From an optimization exercise on the open Yosys and OpenROAD flow, aimed at small area; shortcuts taken in it are not production practice.
In this exercise RTL edits were held to simulation tests only and were not proved equivalent to the original.
No activity file was given, so power comes from the tool's default toggle rates.

==> flow/design.v <==
package spi_pkg;
    typedef enum logic [1:0] {
        IDLE,
        SHIFT,
        COMMIT,
        ABORT
    } spi_state_t;
    localparam int DEFAULT_FRAME_BITS = 432;
endpackage
module sync_edge_detect #(
    parameter int STAGES = 2
) (
    input  logic clk,
    input  logic rst_n,
    input  logic d,
    output logic q,
    output logic rise,
    output logic fall
);
    logic [STAGES-1:0] sync_q;
    logic              dly_q;
    always_ff @(posedge clk or negedge rst_n) begin
        if (!rst_n) begin
            sync_q <= '0;
            dly_q  <= 1'b0;
        end else begin
            sync_q <= {sync_q[STAGES-2:0], d};
            dly_q  <= sync_q[STAGES-1];
        end
    end
    assign q    = sync_q[STAGES-1];
    assign rise = q & ~dly_q;
    assign fall = ~q & dly_q;
endmodule
module spi_frame_rx #(
    parameter int FRAME_BITS  = spi_pkg::DEFAULT_FRAME_BITS,
    parameter int SYNC_STAGES = 2
) (
    input  logic                  clk,
    input  logic                  rst_n,
    input  logic                  sck,
    input  logic                  sdi,
    input  logic                  load,
    output logic                  sdo,
    input  logic [FRAME_BITS-1:0] tx_data,
    output logic [FRAME_BITS-1:0] frame_out,
    output logic                  frame_valid,
    output logic                  frame_err,
    output logic                  busy
);
    localparam int               CNT_W    = $clog2(FRAME_BITS + 2);
    localparam logic [CNT_W-1:0] CNT_FULL = CNT_W'(FRAME_BITS);
    localparam logic [CNT_W-1:0] CNT_OVER = CNT_W'(FRAME_BITS + 1);
    logic sck_rise, sck_fall_unused, sck_q_unused;
    logic load_q, load_rise_unused, load_fall_unused;
    logic sdi_s, sdi_rise_unused, sdi_fall_unused;
    sync_edge_detect #(.STAGES(SYNC_STAGES)) u_sck_sync (
        .clk(clk), .rst_n(rst_n), .d(sck),
        .q(sck_q_unused), .rise(sck_rise), .fall(sck_fall_unused)
    );
    sync_edge_detect #(.STAGES(SYNC_STAGES)) u_load_sync (
        .clk(clk), .rst_n(rst_n), .d(load),
        .q(load_q), .rise(load_rise_unused), .fall(load_fall_unused)
    );
    sync_edge_detect #(.STAGES(SYNC_STAGES)) u_sdi_sync (
        .clk(clk), .rst_n(rst_n), .d(sdi),
        .q(sdi_s), .rise(sdi_rise_unused), .fall(sdi_fall_unused)
    );
    logic shift_q, commit_q, abort_q, busy_q, valid_q, err_q;
    logic start, shift_en, hold, full;
    assign start    = ~shift_q & load_q;
    assign shift_en = shift_q & load_q & sck_rise;
    assign hold     = ~start & ~shift_en;
    logic [CNT_W-1:0] cnt_q;
    assign full = (cnt_q == CNT_FULL);
    always_ff @(posedge clk or negedge rst_n) begin
        if (!rst_n) begin
            shift_q  <= 1'b0;
            commit_q <= 1'b0;
            abort_q  <= 1'b0;
            busy_q   <= 1'b0;
            valid_q  <= 1'b0;
            err_q    <= 1'b0;
        end else begin
            shift_q  <= start | (shift_q & load_q);
            commit_q <= shift_q & ~load_q & full;
            abort_q  <= shift_q & ~load_q & ~full;
            busy_q   <= start | shift_q;
            valid_q  <= commit_q;
            err_q    <= abort_q;
        end
    end
    always_ff @(posedge clk) begin
        if (start)
            cnt_q <= '0;
        else if (shift_en && cnt_q != CNT_OVER)
            cnt_q <= cnt_q + CNT_W'(1);
    end
    logic [FRAME_BITS-1:0] nsr_q, sr, sr_prev;
    assign sr      = ~nsr_q;
    assign sr_prev = {sr[FRAME_BITS-2:0], sdi_s};
    always_ff @(posedge clk) begin
        nsr_q <= ~(({FRAME_BITS{start}}    & tx_data) |
                   ({FRAME_BITS{shift_en}} & sr_prev) |
                   ({FRAME_BITS{hold}}     & sr));
    end
    logic [FRAME_BITS-1:0] frame_q;
    always_ff @(posedge clk or negedge rst_n) begin
        if (!rst_n)        frame_q <= '0;
        else if (commit_q) frame_q <= sr;
    end
    assign sdo         = sr[FRAME_BITS-1];
    assign frame_out   = frame_q;
    assign frame_valid = valid_q;
    assign frame_err   = err_q;
    assign busy        = busy_q;
endmodule
clock: 5.0 ns
lec_check: 0
abc_area: 1
cap_margin: 20
core_margin: 2
core_utilization: 40
slew_margin: 20
run.sh (not shown) runs the stock make flow with config.mk's settings and CLKGATE_MAP_FILE= SYNTH_SCRIPT=/design/flow/synth_recipe.tcl, a recipe that flattens the netlist after the stock synthesis.
Change:
==> flow/flow/run.sh (new file) <==
#!/bin/bash
# Own flow: the standard layout (standard.sh) with
#  - an area-oriented ABC script in the standard synthesis,
#  - the smallest buffer (buf_1) on every input and output port,
#  - CTS with smaller clock buffers and no dummy loads.
set -euo pipefail
work=$(pwd)
export OWN_WORK=$work
export OWN_ABC_SCRIPT=$work/flow/abc_area.script
bash standard.sh \
  "SYNTH_SCRIPT=$work/flow/synth_wrap.tcl" \
  "BUFFER_PORTS_ARGS=-buffer_cell sky130_fd_sc_hd__buf_1" \
  "CTS_ARGS=-sink_clustering_enable -repair_clock_nets -dont_use_dummy_load -buf_list {sky130_fd_sc_hd__clkbuf_8} -sink_clustering_size 16 -sink_clustering_max_diameter 60" \
  "PLACE_PINS_ARGS=-min_distance 1 -min_distance_in_tracks" \
  finish > "$work/own_flow.log" 2>&1
==> flow/flow/abc_area.script (new file) <==
strash
dch
amap
topo
&get -n
&st
&dch
&nf -a
&put
topo
==> flow/flow/synth_wrap.tcl (new file) <==
# Standard synthesis (synth_recipe.tcl) with only the ABC script replaced by an
# area-oriented one; flip-flop mapping and everything else is unchanged.
proc abc {args} {
  set i [lsearch -exact $args -script]
  if { $i >= 0 } {
    lset args [expr {$i + 1}] $::env(OWN_ABC_SCRIPT)
  }
  puts "abc (own script): $args"
  yosys abc {*}$args
}
source $::env(OWN_WORK)/synth_recipe.tcl
==> flow/standard.sh (new file) <==
#!/bin/bash
# synth_recipe.tcl (not shown) runs the flow's synth.tcl, then flattens the netlist and writes it again
# the make line also repeats each setting of config.mk as NAME=value (left out here)
make -C /OpenROAD-flow-scripts/flow DESIGN_CONFIG=/design/flow/config.mk WORK_HOME=/design/flow/orfs CLKGATE_MAP_FILE= SYNTH_SCRIPT=/design/flow/synth_recipe.tcl "${@:-finish}"
CORE_AREA = 3 3 227 227   (was default)
CORE_MARGIN = default   (was 2)
CORE_UTILIZATION = default   (was 40)
DIE_AREA = 0 0 230 230   (was default)
removed: flow/run.sh
Effect:
- design area went down by 24%
- sequential share of layout area climbs by 14 points
- area after synthesis is lower by 12%
- utilization climbs by 14 points
- total power fell by 25%
- setup slack loses 27 ps
- global-route usage increases by 7.9 points
- clock skew went down by 8.6 ps
- synthesized cell count shrinks by 31%
Change:
==> flow/run.sh (new file) <==
#!/bin/bash
# synth_recipe.tcl (not shown) runs the flow's synth.tcl, then flattens the netlist and writes it again
# the make line also repeats each setting of config.mk as NAME=value (left out here)
make -C /OpenROAD-flow-scripts/flow DESIGN_CONFIG=/design/flow/config.mk WORK_HOME=/design/flow/orfs CLKGATE_MAP_FILE= SYNTH_SCRIPT=/design/flow/synth_recipe.tcl finish
CORE_AREA = default   (was 3 3 227 227)
CORE_MARGIN = 2   (was default)
CORE_UTILIZATION = 40   (was default)
CTS_BUF_LIST = sky130_fd_sc_hd__clkbuf_4 sky130_fd_sc_hd__clkbuf_8   (was default)
DIE_AREA = default   (was 0 0 230 230)
removed: flow/flow/run.sh
removed: flow/flow/abc_area.script
removed: flow/flow/synth_wrap.tcl
removed: flow/standard.sh
Wire length increases by 23%; synthesized area goes up by about 14%; sequential share of layout area went down by 14 points; final area grows by about 33%; power came out higher by 35%; register-to-register slack improves by 350 ps; via count grows by about 13%.
Change:
==> flow/flow/run.sh (new file) <==
#!/bin/bash
# Own flow: the standard layout (standard.sh) with
#  - an area-oriented ABC script in the standard synthesis,
#  - the smallest buffer (buf_1) on every input and output port,
#  - CTS with smaller clock buffers and no dummy loads.
set -euo pipefail
work=$(pwd)
export OWN_WORK=$work
export OWN_ABC_SCRIPT=$work/flow/abc_area.script
bash standard.sh \
  "SYNTH_SCRIPT=$work/flow/synth_wrap.tcl" \
  "BUFFER_PORTS_ARGS=-buffer_cell sky130_fd_sc_hd__buf_1" \
  "CTS_ARGS=-sink_clustering_enable -repair_clock_nets -dont_use_dummy_load -buf_list {sky130_fd_sc_hd__clkbuf_8} -sink_clustering_size 16 -sink_clustering_max_diameter 60" \
  finish > "$work/own_flow.log" 2>&1
==> flow/flow/abc_area.script (new file) <==
strash
dch
amap
topo
&get -n
&st
&dch
&nf -a
&put
topo
==> flow/flow/synth_wrap.tcl (new file) <==
# Standard synthesis (synth_recipe.tcl) with only the ABC script replaced by an
# area-oriented one; flip-flop mapping and everything else is unchanged.
proc abc {args} {
  set i [lsearch -exact $args -script]
  if { $i >= 0 } {
    lset args [expr {$i + 1}] $::env(OWN_ABC_SCRIPT)
  }
  puts "abc (own script): $args"
  yosys abc {*}$args
}
source $::env(OWN_WORK)/synth_recipe.tcl
==> flow/standard.sh (new file) <==
#!/bin/bash
# synth_recipe.tcl (not shown) runs the flow's synth.tcl, then flattens the netlist and writes it again
# the make line also repeats each setting of config.mk as NAME=value (left out here)
make -C /OpenROAD-flow-scripts/flow DESIGN_CONFIG=/design/flow/config.mk WORK_HOME=/design/flow/orfs CLKGATE_MAP_FILE= SYNTH_SCRIPT=/design/flow/synth_recipe.tcl "${@:-finish}"
CORE_AREA = 3 3 302 302   (was default)
CORE_MARGIN = default   (was 2)
CORE_UTILIZATION = default   (was 40)
CTS_BUF_LIST = default   (was sky130_fd_sc_hd__clkbuf_4 sky130_fd_sc_hd__clkbuf_8)
DIE_AREA = 0 0 305 305   (was default)
removed: flow/run.sh
The new run completed with no timing, DRC or antenna violations.
Power shrinks by 23%.
Final cell count shrinks by 17%.
Clock skew grows by 73 ps.
Wire length shrinks by 16%.
Core utilization shrinks by 16 points.

what the ideal ports hide:
How much do the figures lean on ideal ports? The routed layouts below were timed once more, with nothing changed but the port constraints. Step 1: set_driving_cell puts a clkbuf_16 on clk and a buf_2 on each other input, an assumption about the parent block. Step 2 moves the port delays by t, midway between the first and last clock arrival at a register: inputs arrive t later, outputs are due t later. That takes back most of the time a late clock gives input paths. Slacks: no drivers / after step 1 / after step 2; pairs: no drivers / after step 1.
run | t, ns | setup slack, ns | worst hold slack (ns) | pins driven straight from the clock port
the first run | 0.695 | 2.251 / 2.183 / 2.506 | 0.339 / 0.339 / 0.339 | 1
the second run | 0.758 | 2.224 / 2.224 / 2.224 | 0.357 / 0.357 / 0.357 | 1
the third run | 0.831 | 2.123 / 2.057 / 2.575 | 0.238 / 0.223 / 0.355 | 1
the fourth run | 0.683 | 2.052 / 2.052 / 2.052 | 0.272 / 0.272 / 0.272 | 1
After both steps setup and hold are still met in every run listed.
